This design comes from an exercise in tuning for a short achievable clock period on the open sky130 flow, not from production work. In this exercise RTL edits were held to simulation tests only and were not proved equivalent to the original. The flow treats the clock pin as an ideal source, which a real chip does not have. No activity file was given, so power comes from the tool's default toggle rates.

### config.mk
export PLATFORM = sky130hd
export DESIGN_NAME = id_issue_stage
export DESIGN_NICKNAME = id_issue_stage
export VERILOG_FILES = /design/flow/design.v
export SDC_FILE = /design/flow/constraint.sdc
export NUM_CORES = 4
export LEC_CHECK = 0
export CAP_MARGIN = 20
export CORE_MARGIN = 2
export CORE_UTILIZATION = 30
export PLACE_DENSITY = 0.4
export SETUP_SLACK_MARGIN = 4.5
export SLEW_MARGIN = 20
export SYNTH_HIERARCHICAL = 1
### design.v
package cpu_pkg;
    localparam logic [5:0] OP_RTYPE = 6'b000000;
    localparam logic [5:0] OP_ADDIU = 6'b001001;
    localparam logic [5:0] OP_ANDI  = 6'b001100;
    localparam logic [5:0] OP_LW    = 6'b100011;
    localparam logic [5:0] OP_SW    = 6'b101011;
    localparam logic [5:0] OP_BEQ   = 6'b000100;
    localparam logic [5:0] OP_BNE   = 6'b000101;
    localparam int OP_HI  = 31;
    localparam int OP_LO  = 26;
    localparam int RS_HI  = 25;
    localparam int RS_LO  = 21;
    localparam int RT_HI  = 20;
    localparam int RT_LO  = 16;
    localparam int RD_HI  = 15;
    localparam int RD_LO  = 11;
    localparam int SH_HI  = 10;
    localparam int SH_LO  = 6;
    localparam int IMM_HI = 15;
    localparam int IMM_LO = 0;
    typedef enum logic [1:0] {
        BSEL_RT   = 2'd0,
        BSEL_SEXT = 2'd1,
        BSEL_ZEXT = 2'd2
    } bsel_e;
    typedef struct packed {
        logic [4:0] rs;
        logic [4:0] rt;
        logic [4:0] dest;
        logic       wen;
        bsel_e      bsel;
    } decode_t;
endpackage
module reg_file_2r1w #(
    parameter int XLEN  = 32,
    parameter int NREGS = 32
) (
    input  logic            clk,
    input  logic            rst_n,
    input  logic [4:0]      ra0,
    output logic [XLEN-1:0] rd0,
    input  logic [4:0]      ra1,
    output logic [XLEN-1:0] rd1,
    input  logic            we,
    input  logic [4:0]      wa,
    input  logic [XLEN-1:0] wd
);
    logic [XLEN-1:0] regs_q [NREGS];
    assign regs_q[0] = '0;
    for (genvar i = 1; i < NREGS; i++) begin : g_reg
        always_ff @(posedge clk or negedge rst_n) begin
            if (!rst_n)                 regs_q[i] <= '0;
            else if (we && wa == 5'(i)) regs_q[i] <= wd;
        end
    end
    logic byp0, byp1;
    assign byp0 = we && (wa == ra0) && (ra0 != 5'd0);
    assign byp1 = we && (wa == ra1) && (ra1 != 5'd0);
    assign rd0 = byp0 ? wd : regs_q[ra0];
    assign rd1 = byp1 ? wd : regs_q[ra1];
endmodule
module id_issue_stage
#(
    parameter int XLEN  = 32,
    parameter int NREGS = 32
) (
    input  logic            clk,
    input  logic            rst_n,
    input  logic            in_valid,
    output logic            in_ready,
    input  logic [31:0]     in_instr,
    output logic            out_valid,
    input  logic            out_ready,
    output logic [31:0]     Instruction,
    output logic [XLEN-1:0] A,
    output logic [XLEN-1:0] B,
    output logic [4:0]      shamt,
    output logic [XLEN-1:0] store_data,
    output logic [4:0]      dest,
    output logic            dest_wen,
    input  logic            wb_en,
    input  logic [4:0]      wb_addr,
    input  logic [XLEN-1:0] wb_data,
    input  logic            flush
);
    logic [5:0]  op;
    logic [4:0]  rs, rt, rd;
    logic [15:0] imm;
    logic        is_r, wen, bsext, bzext;
    logic [4:0]  dst;
    assign op  = in_instr[cpu_pkg::OP_HI:cpu_pkg::OP_LO];
    assign rs  = in_instr[cpu_pkg::RS_HI:cpu_pkg::RS_LO];
    assign rt  = in_instr[cpu_pkg::RT_HI:cpu_pkg::RT_LO];
    assign rd  = in_instr[cpu_pkg::RD_HI:cpu_pkg::RD_LO];
    assign imm = in_instr[cpu_pkg::IMM_HI:cpu_pkg::IMM_LO];
    assign is_r  = (op == cpu_pkg::OP_RTYPE);
    assign bsext = (op == cpu_pkg::OP_ADDIU) || (op == cpu_pkg::OP_LW) || (op == cpu_pkg::OP_SW);
    assign bzext = (op == cpu_pkg::OP_ANDI);
    assign dst   = is_r ? rd : rt;
    assign wen   = (is_r || op == cpu_pkg::OP_ADDIU || op == cpu_pkg::OP_LW ||
                    op == cpu_pkg::OP_ANDI) && (dst != 5'd0);
    logic [XLEN-1:0] rs_val, rt_val;
    reg_file_2r1w #(.XLEN(XLEN), .NREGS(NREGS)) u_rf (
        .clk   (clk),
        .rst_n (rst_n),
        .ra0   (rs),
        .rd0   (rs_val),
        .ra1   (rt),
        .rd1   (rt_val),
        .we    (wb_en),
        .wa    (wb_addr),
        .wd    (wb_data)
    );
    logic [NREGS-1:0] busy_q;
    logic [NREGS-1:1] busy_d;
    logic             out_valid_q;
    logic             dest_wen_q;
    logic [4:0]       dest_q;
    assign busy_q[0] = 1'b0;
    logic [3:0] lk_t_rs, lk_t_rt, lk_t_rd;
    logic [2:0] lk_ne_a, lk_ne_b;
    logic       slot_free, accept;
    busy_lookup u_lk_rs (.busy(busy_q), .x(rs), .wb_en(wb_en), .wb_addr(wb_addr),
                         .t(lk_t_rs), .ne_a(lk_ne_a[0]), .ne_b(lk_ne_b[0]));
    busy_lookup u_lk_rt (.busy(busy_q), .x(rt), .wb_en(wb_en), .wb_addr(wb_addr),
                         .t(lk_t_rt), .ne_a(lk_ne_a[1]), .ne_b(lk_ne_b[1]));
    busy_lookup u_lk_rd (.busy(busy_q), .x(rd), .wb_en(wb_en), .wb_addr(wb_addr),
                         .t(lk_t_rd), .ne_a(lk_ne_a[2]), .ne_b(lk_ne_b[2]));
    ready_gate u_rdy (
        .op        (op),
        .xh_rs     (rs[4:3]),
        .xh_rt     (rt[4:3]),
        .xh_rd     (rd[4:3]),
        .in_valid  (in_valid),
        .out_valid (out_valid_q),
        .out_ready (out_ready),
        .flush     (flush),
        .t_rs      (lk_t_rs),
        .t_rt      (lk_t_rt),
        .t_rd      (lk_t_rd),
        .ne_a      (lk_ne_a),
        .ne_b      (lk_ne_b),
        .in_ready  (in_ready)
    );
    assign slot_free = ~out_valid_q | out_ready;
    assign accept    = in_valid & in_ready;
    always_comb begin
        for (int i = 1; i < NREGS; i++) begin
            busy_d[i] = busy_q[i];
            if (wb_en && wb_addr == 5'(i)) busy_d[i] = 1'b0;
            if (flush && out_valid_q && dest_wen_q && dest_q == 5'(i)) busy_d[i] = 1'b0;
            if (accept && wen && dst == 5'(i)) busy_d[i] = 1'b1;
        end
    end
    always_ff @(posedge clk or negedge rst_n) begin
        if (!rst_n) begin
            out_valid_q <= 1'b0;
            busy_q[NREGS-1:1] <= '0;
        end else begin
            out_valid_q <= accept | (out_valid_q & ~out_ready & ~flush);
            busy_q[NREGS-1:1] <= busy_d;
        end
    end
    logic [31:0]     instr_q;
    logic [XLEN-1:0] a_q, b_q, store_q;
    logic [4:0]      shamt_q;
    always_ff @(posedge clk) begin
        if (slot_free) begin
            instr_q    <= in_instr;
            a_q        <= rs_val;
            b_q        <= bsext ? {{(XLEN-16){imm[15]}}, imm} :
                          bzext ? {{(XLEN-16){1'b0}}, imm} : rt_val;
            shamt_q    <= in_instr[cpu_pkg::SH_HI:cpu_pkg::SH_LO];
            store_q    <= rt_val;
            dest_q     <= wen ? dst : 5'd0;
            dest_wen_q <= wen;
        end
    end
    assign out_valid   = out_valid_q;
    assign Instruction = instr_q;
    assign A           = a_q;
    assign B           = b_q;
    assign shamt       = shamt_q;
    assign store_data  = store_q;
    assign dest        = dest_q;
    assign dest_wen    = dest_wen_q;
endmodule
module busy_lookup (
    input  logic [31:0] busy,
    input  logic [4:0]  x,
    input  logic        wb_en,
    input  logic [4:0]  wb_addr,
    output logic [3:0]  t,
    output logic        ne_a,
    output logic        ne_b
);
    logic [31:0] l0;
    logic [15:0] l1;
    logic [7:0]  l2;
    logic [4:0]  e;
    for (genvar i = 0; i < 32; i++) begin : g_l0
        gate_inv u (.a(busy[i]), .y(l0[i]));
    end
    for (genvar i = 0; i < 16; i++) begin : g_l1
        gate_mux2i u (.a0(l0[2*i]), .a1(l0[2*i+1]), .s(x[0]), .y(l1[i]));
    end
    for (genvar i = 0; i < 8; i++) begin : g_l2
        gate_mux2i u (.a0(l1[2*i]), .a1(l1[2*i+1]), .s(x[1]), .y(l2[i]));
    end
    for (genvar i = 0; i < 4; i++) begin : g_l3
        gate_mux2i u (.a0(l2[2*i]), .a1(l2[2*i+1]), .s(x[2]), .y(t[i]));
    end
    for (genvar i = 0; i < 5; i++) begin : g_eq
        gate_xnor2 u (.a(x[i]), .b(wb_addr[i]), .y(e[i]));
    end
    gate_nand3 u_na (.a(e[0]), .b(e[1]), .c(e[2]), .y(ne_a));
    gate_nand3 u_nb (.a(e[3]), .b(e[4]), .c(wb_en), .y(ne_b));
endmodule
module operand_ok (
    input  logic [1:0] xh,
    input  logic       gate,
    input  logic       ne_a,
    input  logic       ne_b,
    input  logic [3:0] t,
    output logic       ok_lo,
    output logic       ok_hi
);
    logic [1:0] xhn;
    logic [3:0] g;
    gate_inv u_n3 (.a(xh[0]), .y(xhn[0]));
    gate_inv u_n4 (.a(xh[1]), .y(xhn[1]));
    gate_o2111a u_g0 (.a1(ne_a), .a2(ne_b), .b1(gate), .c1(xhn[1]), .d1(xhn[0]), .y(g[0]));
    gate_o2111a u_g1 (.a1(ne_a), .a2(ne_b), .b1(gate), .c1(xhn[1]), .d1(xh[0]),  .y(g[1]));
    gate_o2111a u_g2 (.a1(ne_a), .a2(ne_b), .b1(gate), .c1(xh[1]),  .d1(xhn[0]), .y(g[2]));
    gate_o2111a u_g3 (.a1(ne_a), .a2(ne_b), .b1(gate), .c1(xh[1]),  .d1(xh[0]),  .y(g[3]));
    gate_a22oi u_lo (.a1(t[0]), .a2(g[0]), .b1(t[1]), .b2(g[1]), .y(ok_lo));
    gate_a22oi u_hi (.a1(t[2]), .a2(g[2]), .b1(t[3]), .b2(g[3]), .y(ok_hi));
endmodule
module ready_gate (
    input  logic [5:0] op,
    input  logic [1:0] xh_rs,
    input  logic [1:0] xh_rt,
    input  logic [1:0] xh_rd,
    input  logic       in_valid,
    input  logic       out_valid,
    input  logic       out_ready,
    input  logic       flush,
    input  logic [3:0] t_rs,
    input  logic [3:0] t_rt,
    input  logic [3:0] t_rd,
    input  logic [2:0] ne_a,
    input  logic [2:0] ne_b,
    output logic       in_ready
);
    logic iv_r, nblk, n1, n2;
    logic [2:0] ok_lo, ok_hi;
    gate_ivr  u_ivr (.op(op), .iv(in_valid), .y(iv_r));
    gate_nblk u_blk (.ov(out_valid), .ordy(out_ready), .fl(flush), .y(nblk));
    operand_ok u_rs (.xh(xh_rs), .gate(in_valid), .ne_a(ne_a[0]), .ne_b(ne_b[0]), .t(t_rs),
                     .ok_lo(ok_lo[0]), .ok_hi(ok_hi[0]));
    operand_ok u_rt (.xh(xh_rt), .gate(in_valid), .ne_a(ne_a[1]), .ne_b(ne_b[1]), .t(t_rt),
                     .ok_lo(ok_lo[1]), .ok_hi(ok_hi[1]));
    operand_ok u_rd (.xh(xh_rd), .gate(iv_r),     .ne_a(ne_a[2]), .ne_b(ne_b[2]), .t(t_rd),
                     .ok_lo(ok_lo[2]), .ok_hi(ok_hi[2]));
    gate_nand4 u_n1 (.a(ok_lo[0]), .b(ok_hi[0]), .c(ok_lo[1]), .d(ok_hi[1]), .y(n1));
    gate_nand3 u_n2 (.a(ok_lo[2]), .b(ok_hi[2]), .c(nblk), .y(n2));
    gate_nor2  u_rdy (.a(n1), .b(n2), .y(in_ready));
endmodule
module gate_inv (input logic a, output logic y);
    assign y = ~a;
endmodule
module gate_mux2i (input logic a0, input logic a1, input logic s, output logic y);
    assign y = ~(s ? a1 : a0);
endmodule
module gate_xnor2 (input logic a, input logic b, output logic y);
    assign y = ~(a ^ b);
endmodule
module gate_nand3 (input logic a, input logic b, input logic c, output logic y);
    assign y = ~(a & b & c);
endmodule
module gate_o2111a (input logic a1, input logic a2, input logic b1, input logic c1,
                    input logic d1, output logic y);
    assign y = (a1 | a2) & b1 & c1 & d1;
endmodule
module gate_nand4 (input logic a, input logic b, input logic c, input logic d, output logic y);
    assign y = ~(a & b & c & d);
endmodule
module gate_nor2 (input logic a, input logic b, output logic y);
    assign y = ~(a | b);
endmodule
module gate_a22oi (input logic a1, input logic a2, input logic b1, input logic b2,
                   output logic y);
    assign y = ~((a1 & a2) | (b1 & b2));
endmodule
module gate_ivr (input logic [5:0] op, input logic iv, output logic y);
    logic za, zb;
    gate_nor3 u_za (.a(op[0]), .b(op[1]), .c(op[2]), .y(za));
    gate_nor3 u_zb (.a(op[3]), .b(op[4]), .c(op[5]), .y(zb));
    gate_and3 u_y  (.a(za), .b(zb), .c(iv), .y(y));
endmodule
module gate_nor3 (input logic a, input logic b, input logic c, output logic y);
    assign y = ~(a | b | c);
endmodule
module gate_and3 (input logic a, input logic b, input logic c, output logic y);
    assign y = a & b & c;
endmodule
module gate_nblk (input logic ov, input logic ordy, input logic fl, output logic y);
    assign y = (~ov | ordy) & ~fl;
endmodule
### constraint.sdc
create_clock -name core_clock -period 9.0 [get_ports {clk}]
set_input_delay 1.8000 -clock core_clock [delete_from_list [all_inputs] [get_ports {clk}]]
set_output_delay 1.8000 -clock core_clock [all_outputs]
set_load 0.01 [all_outputs]
### run.sh
#!/bin/bash
# synth_recipe.tcl (not shown) runs the flow's synth.tcl, then flattens the netlist and writes it again
# the make line also repeats each setting of config.mk as NAME=value (left out here)
make -C /OpenROAD-flow-scripts/flow DESIGN_CONFIG=/design/flow/config.mk WORK_HOME=/design/flow/orfs CLKGATE_MAP_FILE= SYNTH_SCRIPT=/design/flow/synth_recipe.tcl finish
==> impl_metrics.yaml, run 1 <==
drt:
  wire_per_inst_um: 43.3
  vias_per_cell: 6.56
  drt_iter0_drc: 8597
  wl_mm: 347
  first_pass_iters: 9
  via_count: 52600
  drc_errors: 0
  ant_nets: 0
place:
  routabilityCongestion: 0.912
  dp_hpwl_mm: 205
  port_buffers: 215
  placed_cells: 7670
  preCtsSetupSlack_ns: 2.41
  placed_cell_area_um2: 65500
critical_path:
  r2r-start: "busy_q[7]"
  cp_num_buf_inv: 5
  worstSetupStartpoint: "in_instr[19]"
  crit_top_cell: "buf_2"
  cp-endpoint: "in_ready"
  crit_fanout: 13
  worstRegToRegCells: 12
  crit_arrival_ns: 3.28
  slowest_stage: "buf_4"
  path_class: "in -> out"
  cp-end-kind: "output pin"
  cp_cell_sequence: "buf_2 -> buf_12 -> buf_4 -> inv_1 -> o2111a_1 -> a22oi_2 -> nand4_1 -> nor2_2 -> buf_2"
  rrSetupSlack_ns: 6.30
  crit_family: "buffers and inverters"
  cp.depth: 9
  reg2reg_to: "busy_q[13]"
  required_ns: 7.20
  slowest_delay_ns: 0.31
  startpoint_type: "input port"
clock_tree:
  cts_max_level: 4
  clk_path_buf_depth: 3
  cts_hold_buf: 0
  cts-root-buf: "clkbuf_16"
  clock_latency_ns: 0.82
  cts.clk_slew.worst_paths_ns: 0.05
  cts_tree: "yes"
  cts_buffers: 145
  cts_num_sinks: 1158
power_and_ir_drop:
  switching_power_mw: 4.77
  leakagePower_nw: 31.3
  ir_drop_mv: 0.195
  intPower_mw: 11.0
  power_density_nw_per_um2: 220
  p_clk_share_pct: 37.8
  seqPwrFrac_pct: 46.7
  swShare_pct: 30.3
  p_comb_share_pct: 15.5
logic_synthesis:
  synth-main-ff-cell: "dfrtp_1"
  synth-seq-cells: 1158
  synth_cell_types: 91
  synth-edff-count: 134
  yosysSeqAreaShare_pct: 49.4
  synth_area_um2: 60000
  syn_inst: 5058
  ys_warn_count: 9
  synthArstFlopShare_pct: 88.4
  synth_area_per_cell_um2: 11.9
timing:
  setup_viol: 0
  worst_slew_pin_slew_ns: 1.26
  grt_setup_unrepaired: "true"
  slew_headroom_pct: 15.7
  slew_viol_final: 0
  hold_viol_final: 0
  setup_tns_ns: 0
  period_share_pct: 56.5
  setup_slack_ns: 3.92
  fmax_mhz: 197
  skew_ns: 0.0417
  period_needed_ns: 5.08
cells_and_area:
  num-fill-cells: 19500
  syn2layout_area_growth_pct: 19.3
  multi_input_area_um2: 28700
  final_net_count: 5290
  final_cells: 8017
  finalInstanceArea_um2: 71600
  seqCellArea_um2: 29600
  drive_gt1_share_pct: 33.8
floorplanning:
  core_um2: 199000
  initial_utilization_pct: 30.1
  fp.dieH_um: 451
  rows: 164
  io_pins: 216
  die_area_um2: 204000
  die_x_um: 451
global_routing:
  grt_util_all_layers_pct: 33.0
  antenna_found_initial: 45
  grt_overflow: 0
  grt_max_degree: 160
  grt_pass1_wl_mm: 461
  grt_pass1_vias: 50300
status:
  status: "no timing/DRC/antenna violations"
worst_hold_path:
  hold_path_class: "reg -> reg"
  hold_path_depth: 1
flow_run:
  maxCapViolCount: 0
-- placed cells by master, fill, tap and decap left out, drive strengths merged, types with 8 or more instances in the layout --
cell and n:
o2111a 12, nand3 181, buf 295, a2111oi 140, mux2i 98, nor3b 11, nand2 155, o41ai 27
a22oi 638, clkdlybuf4s50 174, dfrtp 1024, nor2 98, nor4 72, nand3b 13, or3b 8, diode 30
inv 117, nor3 25, o21ai 70, and3 425, a21oi 9, nand2b 25, nand4 104, clkbuf 216
mux2 1018, edfxtp 134, a32oi 19, o221ai 31, or2 10, a21o 21, xnor2 20, clkinv 38
nor2b 9
-- cell usage after synthesis (6+ instances only) --
cell	count	area share, %
dfrtp_1	1024	43
mux2_2	1005	19
a22oi_1	632	7.9
and3_1	424	4.4
clkbuf_1	236	1.5
nand3_1	179	1.5
nand2_1	153	0.96
buf_2	142	1.2
edfxtp_1	134	6.7
inv_1	113	0.71
a2111oi_0	104	1.5
nand4_1	104	1.1
mux2i_1	97	1.6
nor2_1	69	0.43
nor4_1	67	0.70
o21ai_1	57	0.48
buf_6	36	0.68
buf_1	34	0.21
o221ai_1	31	0.45
a2111oi_2	29	0.73
nand2b_1	25	0.26
buf_4	24	0.30
a21o_1	21	0.26
nor2_2	20	0.21
nor3_1	20	0.17
xnor2_1	20	0.29
a32oi_1	19	0.28
o41ai_2	19	0.51
mux2_1	12	0.23
o2111a_1	12	0.23
o21ai_0	12	0.10
nand3b_1	10	0.13
nor2_4	9	0.17
a21oi_1	8	0.067
nor2b_1	8	0.083
o41ai_1	8	0.12
nor3b_1	7	0.088
a2111oi_1	6	0.10
a22oi_2	6	0.13
nand4b_1	6	0.088
or2_2	6	0.063
or3b_1	6	0.088
-- Yosys stat by module, one instance, submodules excluded, a selection --
module | cells inside | copies in the design | flip-flops and latches
gate_xnor2 | 1 | 15 | 0
gate_mux2i | 1 | 84 | 0
gate_nor3 | 1 | 2 | 0
gate_nand4 | 1 | 1 | 0
gate_nor2 | 1 | 1 | 0
gate_a22oi | 1 | 6 | 0
gate_and3 | 1 | 1 | 0
gate_o2111a | 1 | 12 | 0
gate_nand3 | 1 | 7 | 0
id_issue_stage | 394 | 1 | 166
gate_inv | 1 | 102 | 0
gate_nblk | 2 | 1 | 0
-- per-stage QoR --
step | util, % | hold WS [ns] | power (mW)
after floorplan | - | 0.473 | 8.25
after global placement | 32.9 | 0.499 | 9.69
after detailed placement | 32.9 | 0.505 | 9.71
after CTS | 35.8 | 0.517 | 15.7
after global routing | 35.9 | 0.532 | 16.2
final | 35.9 | 0.519 | 15.7
-- how the worst min path moves through the flow --
stage                        startpoint                   to  slack, ns
finish                u_rf.regs_q[4][0]    u_rf.regs_q[4][0]       0.52
detailed placement   u_rf.regs_q[24][3]   u_rf.regs_q[24][3]       0.51
CTS                   u_rf.regs_q[4][0]    u_rf.regs_q[4][0]       0.52
global route          u_rf.regs_q[4][0]    u_rf.regs_q[4][0]       0.53
floorplan           u_rf.regs_q[12][22]  u_rf.regs_q[12][22]       0.47
global placement      u_rf.regs_q[6][5]    u_rf.regs_q[6][5]       0.50
-- power groups by stage --
| stage | clock network (mW) | logic, mW | registers [mW] |
|---|---|---|---|
| global route | 6.24 | 2.55 | 7.41 |
| global placement | 0 | 2.29 | 7.40 |
| floorplan | 0 | 1.28 | 6.98 |
| CTS | 6.03 | 2.40 | 7.29 |
| finish | 5.95 | 2.44 | 7.35 |
| detailed placement | 0 | 2.33 | 7.37 |
-- routing by layer --
metal / up-vias / GRT usage, % / routed length [um]
li1: 19800 / - / -
met1: 27500 / 43.2 / 139000
met2: 4074 / 49.1 / 148000
met3: 1207 / 9.11 / 36500
met4: 8 / 18.3 / 23300
met5: - / 0 / 46
-- cell type report --
class / count / share of cell area, %
multi-input cells: 3314 / 40.0
well taps: 2656 / 4.64
diodes: 30 / 0.105
clock buffers: 214 / 5.97
inverters: 113 / 0.593
clock inverters: 49 / 0.690
repair buffers: 483 / 6.55
flip-flops and latches: 1158 / 41.4
-- cell families after synthesis --
group                  after synthesis  synth area share [%]
multiplexers                      1116                  20.7
AND/OR/NAND/NOR                   1165                  11.3
XOR/XNOR                            25                 0.365
AO/OA/AOI/OAI                     1004                  13.6
buffers and inverters              589                  4.59
flip-flops                        1158                  49.4
other                                1               0.00625
-- timing repair --
action                     4_1_cts  5_1_grt
setup endpoints to repair      495       36
pin swaps                       30       17
cloned                           7        1
setup buffers                   38        7
gates resized for setup        196       43
-- registers in the layout, indices dropped and copies added (netlist names) --
name / cells
a_q: 32
instr_q: 32
u_rf.regs_q: 992
dest_q: 5
busy_q: 31
b_q: 32
store_q: 32
out_valid_q: 1
dest_wen_q: 1
==> run 2: changes to the inputs <==
==> flow/run.sh (new file) <==
#!/bin/bash
# Own layout flow: the standard flow (standard.sh) with one addition, a POST_CTS_TCL hook
# (flow/post_cts.tcl) that runs a further timing repair pass and greedy sizing of the cells on
# the worst setup paths after clock tree synthesis. Synthesis is the standard one, unchanged.
# Each stage's full output goes to a log file in this folder.
set -euo pipefail
W=$(pwd)
bash standard.sh synth > "$W/synth.log" 2>&1
POST_CTS_TCL="$W/flow/post_cts.tcl" bash standard.sh floorplan place cts > "$W/place_cts.log" 2>&1
bash standard.sh finish > "$W/route_finish.log" 2>&1
==> flow/post_cts.tcl (new file) <==
# Runs at the end of ORFS's CTS step (POST_CTS_TCL), after its own timing repair: one more
# timing repair pass, then greedy sizing of the cells on the worst setup paths, then
# legalisation. The clock tree is not touched.
source [file join [file dirname [info script]] size_crit.tcl]
estimate_parasitics -placement
puts "post_cts: before [sc_worst_slack]"
repair_timing -setup -setup_margin $::env(SETUP_SLACK_MARGIN) -match_cell_footprint -verbose
puts "post_cts: after repair_timing [sc_worst_slack]"
size_critical 30
detailed_placement
check_placement -verbose
estimate_parasitics -placement
puts "post_cts: after legalisation [sc_worst_slack]"
==> flow/size_crit.tcl (new file) <==
# Greedy gate sizing on the worst setup paths: for each cell on them, try every
# cell of the same function and keep the one that gives the best worst slack. Repeats until
# no move helps. Sequential cells and clock-tree cells are left alone. Ends with legalisation.
proc sc_worst_slack {} {
  estimate_parasitics -placement
  set p [lindex [find_timing_paths -sort_by_slack -group_path_count 1 -path_delay max] 0]
  return [get_property $p slack]
}

proc sc_path_insts { {npaths 6} } {
  set insts {}
  foreach p [find_timing_paths -sort_by_slack -group_path_count $npaths \
               -endpoint_path_count $npaths -unique_paths_to_endpoint -path_delay max] {
    foreach pt [get_property $p points] {
      set pin [get_property $pt pin]
      if { [get_property $pin is_port] } { continue }
      set name [get_full_name [get_cells -of_objects $pin]]
      if { [lsearch -exact $insts $name] < 0 } { lappend insts $name }
    }
  }
  return $insts
}

proc sc_usable { cellname } {
  foreach pat {*lpflow* *probe* *dlygate* *clkdlybuf* *dlymetal* *dlxbn* } {
    if { [string match $pat $cellname] } { return 0 }
  }
  return 1
}

proc size_critical { {max_passes 12} } {
  sta::make_equiv_cells [get_libs *]
  set ws [sc_worst_slack]
  puts "size_critical: start worst slack [format %.4f $ws]"
  for { set pass 0 } { $pass < $max_passes } { incr pass } {
    set improved 0
    foreach name [sc_path_insts] {
      set inst [get_cells $name]
      set lc [get_lib_cells -of_objects $inst]
      set cur [get_name $lc]
      if { [regexp {__(df|edf|sdf|dl|conb)} $cur] } { continue }
      if { [string match "*clkbuf*" $cur] || [string match "*clkinv*" $cur] } { continue }
      set best $cur
      set best_ws $ws
      foreach eq [sta::find_equiv_cells $lc] {
        set en [get_name $eq]
        if { $en eq $cur || ![sc_usable $en] } { continue }
        replace_cell $inst $eq
        set w [sc_worst_slack]
        if { $w > $best_ws + 0.0005 } { set best $en; set best_ws $w }
      }
      replace_cell $inst [lindex [get_lib_cells */$best] 0]
      if { $best ne $cur } {
        puts "size_critical: $name $cur -> $best ws [format %.4f $best_ws]"
        set ws $best_ws
        set improved 1
      }
    }
    if { !$improved } { break }
  }
  puts "size_critical: end worst slack [format %.4f [sc_worst_slack]]"
}
==> standard.sh (new file) <==
#!/bin/bash
# synth_recipe.tcl (not shown) runs the flow's synth.tcl, then flattens the netlist and writes it again
# the make line also repeats each setting of config.mk as NAME=value (left out here)
make -C /OpenROAD-flow-scripts/flow DESIGN_CONFIG=/design/flow/config.mk WORK_HOME=/design/flow/orfs CLKGATE_MAP_FILE= SYNTH_SCRIPT=/design/flow/synth_recipe.tcl "${@:-finish}"
removed: run.sh
==> run 2 against run 1 <==
Compared with the run above: clock skew fell by 0.0015 ns; first-iteration DRC count fell by 2.6%; final cell count barely moved; critical endpoint unchanged; largest cell class unchanged.
==> impl_metrics.yaml, run 2 <==
drt:
  vias_per_cell: 6.54
  drt_iter0_drc: 8371
  first_pass_iters: 7
  via_count: 52500
  wl_mm: 347
  wire_per_inst_um: 43.2
  ant_nets: 0
  drc_errors: 0
critical_path:
  cp-end-kind: "output pin"
  required_ns: 7.20
  startpoint_type: "input port"
  reg2reg_to: "busy_q[13]"
  worstRegToRegCells: 12
  r2r-start: "busy_q[7]"
  path_class: "in -> out"
  crit_arrival_ns: 3.23
  crit_fanout: 4
  rrSetupSlack_ns: 6.27
timing:
  hold_viol_final: 0
  slew_viol_final: 0
  setup_viol: 0
  fmax_mhz: 199
  worst_slew_pin_slew_ns: 1.33
  period_share_pct: 55.9
  skew_ns: 0.0401
  slew_headroom_pct: 11.6
  period_needed_ns: 5.03
  grt_setup_unrepaired: "true"
  setup_slack_ns: 3.97
  setup_tns_ns: 0
floorplanning:
  io_pins: 216
  fp.dieH_um: 451
  core_um2: 199000
  die_x_um: 451
  rows: 164
  die_area_um2: 204000
  initial_utilization_pct: 30.1
cells_and_area:
  final_common_cell: "dfrtp_1"
  regMostFlops: "u_rf.regs_q"
  fin_util_pct: 35.9
  drive_gt1_share_pct: 33.8
  largest_reg_flops: 992
  final_net_count: 5289
  num-fill-cells: 19500
  syn2layout_area_growth_pct: 19.3
  layout_common_cells: "dfrtp_1, mux2_2, a22oi_1"
worst_hold_path:
  hold_path_depth: 1
  hold_path_class: "reg -> reg"
  hold_end: "u_rf.regs_q[4][0]"
  hp-start: "u_rf.regs_q[4][0]"
power_and_ir_drop:
  power_density_nw_per_um2: 220
  ir_drop_mv: 0.199
  leakagePower_nw: 31.3
logic_synthesis:
  yosysMostFrequentCell: "dfrtp_1"
  synth_cell_types: 91
  syn_inst: 5058
  ys_top_cells_by_area: "dfrtp_1, mux2_2, a22oi_1, edfxtp_1, and3_1"
  synth_area_um2: 60000
  synthArstFlopShare_pct: 88.4
  synth-main-ff-cell: "dfrtp_1"
  synth-edff-count: 134
  synth_top_area_cell: "dfrtp_1"
  synth-seq-cells: 1158
  synth.top_cell.area_share_pct: 42.7
  synth_area_per_cell_um2: 11.9
  synth_common_cells: "dfrtp_1, mux2_2, a22oi_1"
  ys_warn_count: 9
  yosysSeqAreaShare_pct: 49.4
global_routing:
  grt_pass1_wl_mm: 461
  grt_util_all_layers_pct: 33.0
  grt_overflow: 0
  antenna_found_initial: 48
  grt_max_degree: 160
  grt_pass1_vias: 50300
place:
  port_buffers: 215
  preCtsSetupSlack_ns: 2.41
  routabilityCongestion: 0.912
  dp_hpwl_mm: 205
clock_tree:
  clock_latency_ns: 0.84
  cts_tree: "yes"
  cts_num_sinks: 1158
  cts.clk_slew.worst_paths_ns: 0.05
flow_run:
  maxCapViolCount: 0
status:
  status: "no timing/DRC/antenna violations"
## run 2: changes by cell type in the layout (fill, tap and decap cells not counted), moves of 2 or more
cell / delta
buf_2: -2
diode_2: +4
a2111oi_1: +2
nor4_2: -2
a2111oi_0: -2
nor4_1: +3
## run 2: kinds of logic after synthesis
family          share of synthesized area, %
mux                                     20.7
buf+inv                                 4.59
simple gates                            11.3
flops                                   49.4
compound gates                          13.6
other cells                          0.00625
xor+xnor                               0.365
## run 2: power breakdown
part / internal [mW] / switching [mW] / total (mW)
sequential: 6.34 / 1.02 / 7.35
clock: 3.47 / 2.50 / 5.97
combinational: 1.17 / 1.27 / 2.43
total: 11.0 / 4.78 / 15.8
## run 2: how the worst max path moves through the flow
stage / to / depth (start not counted) / from
detailed placement: in_ready / 8 / in_instr[12]
global placement: store_q[16] / 9 / in_instr[20]
floorplan: in_ready / 6 / wb_addr[3]
finish: in_ready / 9 / wb_addr[2]
global route: in_ready / 9 / wb_addr[1]
## run 2: per-module statistics from Yosys (local to each module, per instance), a selection
module / cell area, um^2 / copies in the design / cells inside
gate_nor3: 10.0 / 2 / 1
id_issue_stage: 6790 / 1 / 394
gate_a22oi: 12.5 / 6 / 1
gate_nor2: 3.75 / 1 / 1
gate_o2111a: 11.3 / 12 / 1
gate_nand4: 6.26 / 1 / 1
gate_inv: 3.75 / 102 / 1
gate_nblk: 12.5 / 1 / 2
gate_mux2i: 10.0 / 84 / 1
gate_and3: 6.26 / 1 / 1
## run 2: through the flow
step | cell area (um^2) | instances | power, mW | hold WS, ns
2_1_floorplan | 60000 | 5060 | 8.25 | 0.473
3_3_place_gp | 65500 | 7667 | 9.69 | 0.499
3_5_place_dp | 65500 | 7670 | 9.71 | 0.505
5_1_grt | 71600 | 7998 | 16.2 | 0.532
6_report | 71600 | 8020 | 15.8 | 0.519
## run 2: cell type report
| class | count | area, um^2 | share of cell area, % |
|---|---|---|---|
| clock inverter | 49 | 494 | 0.690 |
| timing repair buffer | 483 | 4700 | 6.57 |
| inverter | 113 | 424 | 0.592 |
| sequential | 1158 | 29600 | 41.4 |
| antenna | 34 | 85.1 | 0.119 |
| multi-input combinational | 3313 | 28700 | 40.0 |
| clock buffer | 214 | 4270 | 5.97 |
| tap | 2656 | 3320 | 4.64 |
## run 2: worst max-delay path, stage by stage
cell	delay, ns
buf_8	0.11
buf_12	0.13
xnor2_2	0.14
nand3_2	0.13
o2111a_1	0.30
a22oi_4	0.20
nand4_4	0.14
nor2_4	0.16
buf_6	0.11
## run 2: layer usage
layer / global-route usage, % / share of wire (%) / vias up / wire length, um
met5: 0.213 / 0.024 / - / 82
met4: 18.0 / 6.6 / 14 / 23000
met3: 9.39 / 10 / 1206 / 36300
met2: 49.0 / 43 / 3936 / 148000
met1: 43.2 / 40 / 27500 / 139000
li1: - / - / 19800 / -
==> run 3: changes to the inputs <==
--- a/design.v
+++ b/design.v
@@ -119,3 +119,3 @@
     assign busy_q[0] = 1'b0;
-    logic [3:0] lk_t_rs, lk_t_rt, lk_t_rd;
+    logic [3:0] lk_tn_rs, lk_tn_rt, lk_tn_rd;
     logic [2:0] lk_ne_a, lk_ne_b;
@@ -123,7 +123,7 @@
     busy_lookup u_lk_rs (.busy(busy_q), .x(rs), .wb_en(wb_en), .wb_addr(wb_addr),
-                         .t(lk_t_rs), .ne_a(lk_ne_a[0]), .ne_b(lk_ne_b[0]));
+                         .tn(lk_tn_rs), .ne_a(lk_ne_a[0]), .ne_b(lk_ne_b[0]));
     busy_lookup u_lk_rt (.busy(busy_q), .x(rt), .wb_en(wb_en), .wb_addr(wb_addr),
-                         .t(lk_t_rt), .ne_a(lk_ne_a[1]), .ne_b(lk_ne_b[1]));
+                         .tn(lk_tn_rt), .ne_a(lk_ne_a[1]), .ne_b(lk_ne_b[1]));
     busy_lookup u_lk_rd (.busy(busy_q), .x(rd), .wb_en(wb_en), .wb_addr(wb_addr),
-                         .t(lk_t_rd), .ne_a(lk_ne_a[2]), .ne_b(lk_ne_b[2]));
+                         .tn(lk_tn_rd), .ne_a(lk_ne_a[2]), .ne_b(lk_ne_b[2]));
     ready_gate u_rdy (
@@ -137,5 +137,5 @@
         .flush     (flush),
-        .t_rs      (lk_t_rs),
-        .t_rt      (lk_t_rt),
-        .t_rd      (lk_t_rd),
+        .tn_rs     (lk_tn_rs),
+        .tn_rt     (lk_tn_rt),
+        .tn_rd     (lk_tn_rd),
         .ne_a      (lk_ne_a),
@@ -192,3 +192,3 @@
     input  logic [4:0]  wb_addr,
-    output logic [3:0]  t,
+    output logic [3:0]  tn,
     output logic        ne_a,
@@ -196,3 +196,2 @@
 );
-    logic [31:0] l0;
     logic [15:0] l1;
@@ -200,7 +199,4 @@
     logic [4:0]  e;
-    for (genvar i = 0; i < 32; i++) begin : g_l0
-        gate_inv u (.a(busy[i]), .y(l0[i]));
-    end
     for (genvar i = 0; i < 16; i++) begin : g_l1
-        gate_mux2i u (.a0(l0[2*i]), .a1(l0[2*i+1]), .s(x[0]), .y(l1[i]));
+        gate_mux2i u (.a0(busy[2*i]), .a1(busy[2*i+1]), .s(x[0]), .y(l1[i]));
     end
@@ -210,3 +206,3 @@
     for (genvar i = 0; i < 4; i++) begin : g_l3
-        gate_mux2i u (.a0(l2[2*i]), .a1(l2[2*i+1]), .s(x[2]), .y(t[i]));
+        gate_mux2i u (.a0(l2[2*i]), .a1(l2[2*i+1]), .s(x[2]), .y(tn[i]));
     end
@@ -223,3 +219,3 @@
     input  logic       ne_b,
-    input  logic [3:0] t,
+    input  logic [3:0] tn,
     output logic       ok_lo,
@@ -228,11 +224,11 @@
     logic [1:0] xhn;
-    logic [3:0] g;
+    logic [3:0] gn;
     gate_inv u_n3 (.a(xh[0]), .y(xhn[0]));
     gate_inv u_n4 (.a(xh[1]), .y(xhn[1]));
-    gate_o2111a u_g0 (.a1(ne_a), .a2(ne_b), .b1(gate), .c1(xhn[1]), .d1(xhn[0]), .y(g[0]));
-    gate_o2111a u_g1 (.a1(ne_a), .a2(ne_b), .b1(gate), .c1(xhn[1]), .d1(xh[0]),  .y(g[1]));
-    gate_o2111a u_g2 (.a1(ne_a), .a2(ne_b), .b1(gate), .c1(xh[1]),  .d1(xhn[0]), .y(g[2]));
-    gate_o2111a u_g3 (.a1(ne_a), .a2(ne_b), .b1(gate), .c1(xh[1]),  .d1(xh[0]),  .y(g[3]));
-    gate_a22oi u_lo (.a1(t[0]), .a2(g[0]), .b1(t[1]), .b2(g[1]), .y(ok_lo));
-    gate_a22oi u_hi (.a1(t[2]), .a2(g[2]), .b1(t[3]), .b2(g[3]), .y(ok_hi));
+    gate_o2111ai u_g0 (.a1(ne_a), .a2(ne_b), .b1(gate), .c1(xhn[1]), .d1(xhn[0]), .y(gn[0]));
+    gate_o2111ai u_g1 (.a1(ne_a), .a2(ne_b), .b1(gate), .c1(xhn[1]), .d1(xh[0]),  .y(gn[1]));
+    gate_o2111ai u_g2 (.a1(ne_a), .a2(ne_b), .b1(gate), .c1(xh[1]),  .d1(xhn[0]), .y(gn[2]));
+    gate_o2111ai u_g3 (.a1(ne_a), .a2(ne_b), .b1(gate), .c1(xh[1]),  .d1(xh[0]),  .y(gn[3]));
+    gate_o22a u_lo (.a1(tn[0]), .a2(gn[0]), .b1(tn[1]), .b2(gn[1]), .y(ok_lo));
+    gate_o22a u_hi (.a1(tn[2]), .a2(gn[2]), .b1(tn[3]), .b2(gn[3]), .y(ok_hi));
 endmodule
@@ -247,5 +243,5 @@
     input  logic       flush,
-    input  logic [3:0] t_rs,
-    input  logic [3:0] t_rt,
-    input  logic [3:0] t_rd,
+    input  logic [3:0] tn_rs,
+    input  logic [3:0] tn_rt,
+    input  logic [3:0] tn_rd,
     input  logic [2:0] ne_a,
@@ -258,7 +254,7 @@
     gate_nblk u_blk (.ov(out_valid), .ordy(out_ready), .fl(flush), .y(nblk));
-    operand_ok u_rs (.xh(xh_rs), .gate(in_valid), .ne_a(ne_a[0]), .ne_b(ne_b[0]), .t(t_rs),
+    operand_ok u_rs (.xh(xh_rs), .gate(in_valid), .ne_a(ne_a[0]), .ne_b(ne_b[0]), .tn(tn_rs),
                      .ok_lo(ok_lo[0]), .ok_hi(ok_hi[0]));
-    operand_ok u_rt (.xh(xh_rt), .gate(in_valid), .ne_a(ne_a[1]), .ne_b(ne_b[1]), .t(t_rt),
+    operand_ok u_rt (.xh(xh_rt), .gate(in_valid), .ne_a(ne_a[1]), .ne_b(ne_b[1]), .tn(tn_rt),
                      .ok_lo(ok_lo[1]), .ok_hi(ok_hi[1]));
-    operand_ok u_rd (.xh(xh_rd), .gate(iv_r),     .ne_a(ne_a[2]), .ne_b(ne_b[2]), .t(t_rd),
+    operand_ok u_rd (.xh(xh_rd), .gate(iv_r),     .ne_a(ne_a[2]), .ne_b(ne_b[2]), .tn(tn_rd),
                      .ok_lo(ok_lo[2]), .ok_hi(ok_hi[2]));
@@ -280,5 +276,9 @@
 endmodule
-module gate_o2111a (input logic a1, input logic a2, input logic b1, input logic c1,
-                    input logic d1, output logic y);
-    assign y = (a1 | a2) & b1 & c1 & d1;
+module gate_o2111ai (input logic a1, input logic a2, input logic b1, input logic c1,
+                     input logic d1, output logic y);
+    assign y = ~((a1 | a2) & b1 & c1 & d1);
+endmodule
+module gate_o22a (input logic a1, input logic a2, input logic b1, input logic b2,
+                  output logic y);
+    assign y = (a1 | a2) & (b1 | b2);
 endmodule
@@ -290,6 +290,2 @@
 endmodule
-module gate_a22oi (input logic a1, input logic a2, input logic b1, input logic b2,
-                   output logic y);
-    assign y = ~((a1 & a2) | (b1 & b2));
-endmodule
 module gate_ivr (input logic [5:0] op, input logic iv, output logic y);
==> run.sh (new file) <==
#!/bin/bash
# synth_recipe.tcl (not shown) runs the flow's synth.tcl, then flattens the netlist and writes it again
# the make line also repeats each setting of config.mk as NAME=value (left out here)
make -C /OpenROAD-flow-scripts/flow DESIGN_CONFIG=/design/flow/config.mk WORK_HOME=/design/flow/orfs CLKGATE_MAP_FILE= SYNTH_SCRIPT=/design/flow/synth_recipe.tcl finish
removed: flow/run.sh
removed: flow/post_cts.tcl
removed: flow/size_crit.tcl
removed: standard.sh
==> run 3 against run 2 <==
Compared with the run above: count of clock-buffer cells in the layout stayed put; still clean; clock power is 1% lower; via count is 0.25% lower; area after synthesis shrank 0.56%; global-route usage up 0.43 points.
==> impl_metrics.yaml, run 3 <==
timing:
  hold_viol_final: 0
  setup_tns_ns: 0
  period_share_pct: 55.7
  fin_hold_ws_ns: 0.520
  setup_viol: 0
  grt_setup_unrepaired: "true"
  worst_slew_pin_slew_ns: 1.31
  slew_headroom_pct: 12.7
  period_needed_ns: 5.01
  fmax_mhz: 200
  skew_ns: 0.0334
  slew_viol_final: 0
logic_synthesis:
  synth_mux_area_share_pct: 20.9
  synth_top_area_cell: "dfrtp_1"
  synth_cell_types: 91
  yosysSeqAreaShare_pct: 49.7
  synth-edff-count: 134
  ys_warn_count: 9
  synth_common_cells: "dfrtp_1, mux2_2, a22oi_1"
  synth-seq-cells: 1158
  syn_inst: 4962
  synth_compound_area_share_pct: 13.7
  ys_top_cells_by_area: "dfrtp_1, mux2_2, a22oi_1, edfxtp_1, and3_1"
  synth-main-ff-cell: "dfrtp_1"
  synthArstFlopShare_pct: 88.4
  synth_area_per_cell_um2: 12.0
  synth_area_um2: 59700
  synth.top_cell.area_share_pct: 42.9
  synth-xor-area-share_pct: 0.367
  synth_top_family_by_area: "multiplexers"
  yosysMostFrequentCell: "dfrtp_1"
  synthSimpleGateAreaFrac_pct: 11.4
  synth_adder_area_share_pct: 0
clock_tree:
  cts_max_level: 4
  cts_num_sinks: 1158
  clock_latency_ns: 0.84
  cts-root-buf: "clkbuf_16"
  clk_path_buf_depth: 3
  cts_buffers: 144
  cts.clk_slew.worst_paths_ns: 0.06
  cts_tree: "yes"
critical_path:
  crit_fanout: 12
  cp_cell_sequence: "buf_4 -> xnor2_2 -> nand3_2 -> o2111ai_2 -> o22a_1 -> nand4_1 -> nor2_4 -> buf_6"
  cp-end-kind: "output pin"
  crit_arrival_ns: 3.21
  startpoint_type: "input port"
  path_class: "in -> out"
  required_ns: 7.20
  slowest_stage: "buf_4"
  slowest_delay_ns: 0.26
place:
  routabilityCongestion: 0.932
  dp_hpwl_mm: 203
  port_buffers: 215
global_routing:
  grt_pass1_vias: 49900
  antenna_found_initial: 46
  grt_overflow: 0
  grt_pass1_wl_mm: 465
  grt_util_all_layers_pct: 33.5
  grt_max_degree: 149
floorplanning:
  rows: 163
  fp.dieH_um: 450
  initial_utilization_pct: 30.2
  core_um2: 197000
  io_pins: 216
  die_x_um: 450
  die_area_um2: 202000
drt:
  wire_per_inst_um: 44.1
  drc_errors: 0
  via_count: 52300
  wl_mm: 349
  first_pass_iters: 13
  vias_per_cell: 6.62
  drt_iter0_drc: 8689
  ant_nets: 0
cells_and_area:
  final_net_count: 5199
  syn2layout_area_growth_pct: 19.3
  final_common_cell: "dfrtp_1"
  layout_common_cells: "dfrtp_1, mux2_2, a22oi_1"
  regMostFlops: "u_rf.regs_q"
  drive_gt1_share_pct: 34.4
  num-fill-cells: 19500
  largest_reg_flops: 992
status:
  status: "no timing/DRC/antenna violations"
power_and_ir_drop:
  seqPwrFrac_pct: 46.7
  power_density_nw_per_um2: 220
  p_comb_share_pct: 15.6
  switching_power_mw: 4.76
  leakagePower_nw: 31.2
  p_clk_share_pct: 37.7
  swShare_pct: 30.4
  intPower_mw: 10.9
  total_power_mw: 15.7
  ir_drop_mv: 0.222
flow_run:
  maxCapViolCount: 0
worst_hold_path:
  hold_path_class: "reg -> reg"
==> run 3: cell types whose count changed after synthesis <==
cell,before,now
o2111a_1,12,0
o2111ai_2,0,12
inv_1,113,17
a22oi_2,6,0
o22a_1,0,6
==> run 3: repair_timing <==
item                                    4_1_cts  5_1_grt
hold buffers                                  0        0
gates resized for setup                     205       27
gates cloned                                 11        0
endpoints found under the setup margin      554       35
pin swaps                                    29       11
buffers inserted                             38       11
==> run 3: stage by stage <==
step                util [%]  cell area [um^2]  worst slack [ns]  cells
floorplan                  -             59800              4.50   4964
global placement        33.0             65200              2.53   7558
detailed placement      33.0             65200              2.53   7558
CTS                     35.9             70900              4.00   7866
global route            36.0             71100              3.92   7877
finish                  36.1             71200              3.99   7910
==> run 3: cell families (layout without fill, tap and decap cells) <==
| family | count (synthesis) | count (layout) |
|---|---|---|
| flip-flops | 1158 | 1158 |
| other | 1 | 36 |
| AO/OA/AOI/OAI | 1004 | 1004 |
| XOR/XNOR | 25 | 25 |
| AND/OR/NAND/NOR | 1165 | 1165 |
| multiplexers | 1116 | 1116 |
| buffers and inverters | 493 | 766 |
==> run 3: worst max-delay path, delay by kind of cell <==
kind	cells	cell delay, ns
xor+xnor	1	0.15
buf+inv	2	0.38
simple gates	3	0.49
compound gates	2	0.39
==> run 3: path summary, 6_finish.rpt <==
check,cells past startpoint,slack (ns),end,startpoint
max,8,3.99,in_ready,in_instr[23]
min,1,0.52,u_rf.regs_q[28][12],u_rf.regs_q[28][12]
max reg2reg,12,5.62,busy_q[5],busy_q[31]
min reg2reg,1,0.52,u_rf.regs_q[28][12],u_rf.regs_q[28][12]
max in group asynchronous,3,5.86,u_rf.regs_q[6][31],rst_n
min in group asynchronous,1,0.99,u_rf.regs_q[17][11],rst_n
==> run 3: routing by layer <==
layer | global-route usage [%] | part of all wire (%) | vias up | wire (um)
met2 | 47.9 | 42 | 4160 | 145000
met1 | 44.8 | 41 | 27300 | 142000
met5 | 0 | 0.044 | - | 152
li1 | - | - | 19700 | -
met4 | 18.1 | 6.6 | 24 | 23000
met3 | 10.4 | 11 | 1213 | 39200
==> run 3: area by class of cell <==
type / count / area, um^2 / area share (%)
Antenna cell: 33 / 82.6 / 0.116
Multi-Input combinational cell: 3313 / 28700 / 40.3
Clock inverter: 45 / 480 / 0.675
Timing Repair Buffer: 490 / 4770 / 6.70
Clock buffer: 214 / 4180 / 5.87
Sequential cell: 1158 / 29600 / 41.7
Inverter: 17 / 63.8 / 0.0896
Tap cell: 2640 / 3300 / 4.64
==> run 3: Yosys stat by module (local to each module, per instance), excerpt <==
module          flops+latches  cell area [um^2]  copies in the design  cells
id_issue_stage            166              6790                     1    394
gate_o2111ai                0              15.0                    12      1
gate_nblk                   0              12.5                     1      2
gate_mux2i                  0              10.0                    84      1
gate_nor3                   0              10.0                     2      1
gate_o22a                   0              8.76                     6      1
gate_xnor2                  0              8.76                    15      1
gate_and3                   0              6.26                     1      1
gate_nand4                  0              6.26                     1      1
gate_nand3                  0              5.00                     7      1
gate_inv                    0              3.75                     6      1
gate_nor2                   0              3.75                     1      1
==> run 3: power groups by stage <==
| stage | Combinational [mW] | Sequential [mW] | Clock (mW) |
|---|---|---|---|
| after global routing | 2.56 | 7.39 | 6.19 |
| after global placement | 2.30 | 7.36 | 0 |
| after floorplan | 1.28 | 6.98 | 0 |
| after CTS | 2.40 | 7.26 | 5.99 |
| final | 2.44 | 7.31 | 5.91 |
| after detailed placement | 2.34 | 7.34 | 0 |
==> run 4: changes to the inputs <==
--- a/design.v
+++ b/design.v
@@ -121,3 +121,3 @@
     logic [2:0] lk_ne_a, lk_ne_b;
-    logic       slot_free, accept;
+    logic       slot_free, accept, ready_int;
     busy_lookup u_lk_rs (.busy(busy_q), .x(rs), .wb_en(wb_en), .wb_addr(wb_addr),
@@ -142,6 +142,7 @@
         .ne_b      (lk_ne_b),
-        .in_ready  (in_ready)
+        .in_ready  (in_ready),
+        .ready_int (ready_int)
     );
     assign slot_free = ~out_valid_q | out_ready;
-    assign accept    = in_valid & in_ready;
+    assign accept    = in_valid & ready_int;
     always_comb begin
@@ -248,3 +249,4 @@
     input  logic [2:0] ne_b,
-    output logic       in_ready
+    output logic       in_ready,
+    output logic       ready_int
 );
@@ -263,2 +265,3 @@
     gate_nor2  u_rdy (.a(n1), .b(n2), .y(in_ready));
+    gate_nor2  u_int (.a(n1), .b(n2), .y(ready_int));
 endmodule
==> run 4 against run 3 <==
Compared with the run above: largest power group unchanged; design area up 1.5%; largest cell class unchanged; hold slack worse by 0.0014 ns; flip-flop and latch count stayed put; critical path depth stayed put; area after synthesis barely moved; still clean.
==> impl_metrics.yaml, run 4 <==
place:
  placed_cell_area_um2: 65400
  routabilityCongestion: 0.941
  preCtsSetupSlack_ns: 2.37
  port_buffers: 215
  dp_hpwl_mm: 206
worst_hold_path:
  hold_end: "u_rf.regs_q[28][12]"
  hp-start: "u_rf.regs_q[28][12]"
  hold_path_class: "reg -> reg"
  hold_path_depth: 1
timing:
  period_share_pct: 55.9
  setup_slack_ns: 3.97
  slew_viol_final: 0
  fmax_mhz: 199
  setup_viol: 0
  setup_tns_ns: 0
  slew_headroom_pct: 8.18
  period_needed_ns: 5.03
  grt_setup_unrepaired: "true"
  hold_viol_final: 0
  worst_slew_pin_slew_ns: 1.37
  skew_ns: 0.0383
logic_synthesis:
  synthArstFlopShare_pct: 88.4
  synth_cell_types: 91
  synth.top_cell.area_share_pct: 42.9
  synth-main-ff-cell: "dfrtp_1"
  yosysMostFrequentCell: "dfrtp_1"
  synth_area_per_cell_um2: 12.0
  synth-seq-cells: 1158
  ys_warn_count: 9
  synth_area_um2: 59700
  yosysSeqAreaShare_pct: 49.7
  synth_common_cells: "dfrtp_1, mux2_2, a22oi_1"
  synth-edff-count: 134
  synth_top_area_cell: "dfrtp_1"
  ys_top_cells_by_area: "dfrtp_1, mux2_2, a22oi_1, edfxtp_1, and3_1"
  syn_inst: 4963
critical_path:
  cp_cell_sequence: "buf_8 -> buf_12 -> mux2i_1 -> mux2i_2 -> o22a_1 -> nand4_1 -> nor2_2 -> buf_2"
  worstRegToRegCells: 24
  startpoint_type: "input port"
  crit_fanout: 12
  cp-end-kind: "output pin"
  crit_arrival_ns: 3.23
  r2r-start: "busy_q[3]"
  crit_family: "buffers and inverters"
  rrSetupSlack_ns: 4.78
  cp_num_buf_inv: 3
  reg2reg_to: "busy_q[14]"
  worstSetupStartpoint: "in_instr[22]"
  slowest_delay_ns: 0.29
  path_class: "in -> out"
  slowest_stage: "mux2i_2"
  required_ns: 7.20
global_routing:
  grt_max_degree: 159
  grt_overflow: 0
  grt_pass1_vias: 50200
  grt_pass1_wl_mm: 469
  grt_util_all_layers_pct: 33.8
  antenna_found_initial: 41
clock_tree:
  cts_tree: "yes"
  clk_path_buf_depth: 3
  cts_hold_buf: 0
  clock_latency_ns: 0.83
  cts.clk_slew.worst_paths_ns: 0.06
  cts-root-buf: "clkbuf_16"
  cts_max_level: 4
  cts_num_sinks: 1158
  cts_buffers: 143
power_and_ir_drop:
  ir_drop_mv: 0.207
  total_power_mw: 16.0
  leakagePower_nw: 31.8
  power_density_nw_per_um2: 221
flow_run:
  maxCapViolCount: 0
floorplanning:
  die_area_um2: 203000
  core_um2: 197000
  rows: 163
  die_x_um: 450
  fp.dieH_um: 450
  io_pins: 216
  initial_utilization_pct: 30.2
drt:
  via_count: 52500
  drt_iter0_drc: 8554
  drc_errors: 0
  vias_per_cell: 6.63
  wire_per_inst_um: 44.6
  wl_mm: 353
  first_pass_iters: 9
  ant_nets: 0
cells_and_area:
  final_net_count: 5221
  drive_gt1_share_pct: 35.3
  layout_common_cells: "dfrtp_1, mux2_2, a22oi_1"
  finalInstanceArea_um2: 72200
  syn2layout_area_growth_pct: 21.0
  regMostFlops: "u_rf.regs_q"
  largest_reg_flops: 992
  final_common_cell: "dfrtp_1"
status:
  status: "no timing/DRC/antenna violations"
[run 4: routing by layer]
metal	vias up	global-route usage (%)	part of all wire (%)
li1	19700	-	-
met4	20	19.1	6.8
met2	4257	48.9	42
met5	-	0.355	0.071
met3	1274	10.6	12
met1	27300	44.5	40
[run 4: repair_timing]
action | 4_1_cts | 5_1_grt
resized for setup | 230 | 72
cloned | 11 | 3
pin swaps | 36 | 37
setup endpoints to repair | 238 | 122
setup buffers | 47 | 24
[run 4: kinds of logic after synthesis]
family	Yosys count	synth area share (%)
AO/OA/AOI/OAI	1004	13.7
other	1	0.00628
buffers and inverters	493	4.01
multiplexers	1116	20.9
AND/OR/NAND/NOR	1166	11.4
XOR/XNOR	25	0.367
flip-flops	1158	49.7
[run 4: layout make-up]
class | instances | area, um^2
tap | 2640 | 3300
timing repair buffer | 511 | 5240
inverter | 17 | 63.8
sequential | 1158 | 29600
clock buffer | 215 | 4300
fill | 19300 | 125000
antenna | 12 | 30.0
multi-input combinational | 3315 | 29000
clock inverter | 51 | 611
[run 4: power by group]
part / switching (mW) / total [mW] / internal, mW
logic: 1.26 / 2.44 / 1.19
clock network: 2.52 / 6.13 / 3.61
registers: 1.06 / 7.39 / 6.34
total: 4.84 / 16.0 / 11.1
[run 4: worst max path at each step]
stage,to,cells past startpoint
after floorplan,in_ready,6
after global placement,b_q[11],9
after detailed placement,b_q[11],9
after CTS,in_ready,10
after global routing,in_ready,8
final,in_ready,8
[run 4: worst reg2reg max path, stage by stage, from the launching register on]
cell and delay (ns):
dfrtp_1 0.46, mux2i_1 0.18, mux2i_1 0.11, mux2i_2 0.30
o22a_1 0.18, nand4_1 0.16, buf_4 0.18, buf_4 0.12
buf_4 0.12, buf_4 0.12, buf_4 0.12, buf_4 0.12
buf_4 0.12, buf_4 0.12, buf_4 0.12, buf_4 0.12
buf_4 0.12, buf_4 0.12, buf_4 0.12, nor2_2 0.14
nand2_4 0.11, nor3b_4 0.29, buf_6 0.16, mux2i_4 0.11
o41ai_2 0.30
[run 4: per-stage QoR]
stage / cells / hold slack, ns / utilization (%)
after floorplan: 4965 / 0.473 / -
after global placement: 7548 / 0.500 / 33.0
after detailed placement: 7556 / 0.506 / 33.1
after CTS: 7880 / 0.520 / 36.2
after global routing: 7910 / 0.533 / 36.6
final: 7919 / 0.518 / 36.6
[run 4: per-module statistics from Yosys, one instance, submodules excluded, a selection]
module / cells inside / times used
gate_nblk: 2 / 1
gate_xnor2: 1 / 15
gate_nand4: 1 / 1
id_issue_stage: 394 / 1
gate_mux2i: 1 / 84
gate_nor3: 1 / 2
gate_nand3: 1 / 7
gate_nor2: 1 / 2
gate_o2111ai: 1 / 12

[afterwards: timing with drivers on the ports]
How much do the figures lean on ideal ports? The routed layouts below were timed once more, with nothing changed but the port constraints.
Step 1 sets driving cells, clkbuf_16 on the clock port and buf_2 on the other inputs (assumed; they add their load-dependent delay and slew).
Step 2 times the ports against the registers' clock, not the clock port: input delays grow and output delays shrink by t, the midpoint of the rising clock arrivals with the driver on.
Three values: ideal ports, drivers, drivers and shift; two values: the first two.
run	t, ns	setup slack, ns	clock arrival spread, ns
run 1	0.891	3.916 / 3.694 / 3.290	0.042 / 0.042
run 2	0.895	3.971 / 3.717 / 3.273	0.048 / 0.049
run 3	0.914	3.989 / 3.754 / 3.410	0.038 / 0.038
run 4	0.901	3.973 / 3.716 / 2.998	0.046 / 0.045
After both steps every run listed still meets setup and hold. The setup slack of run 4, which loses most, moves by -0.257 ns with the drivers and by -0.975 ns with both steps.
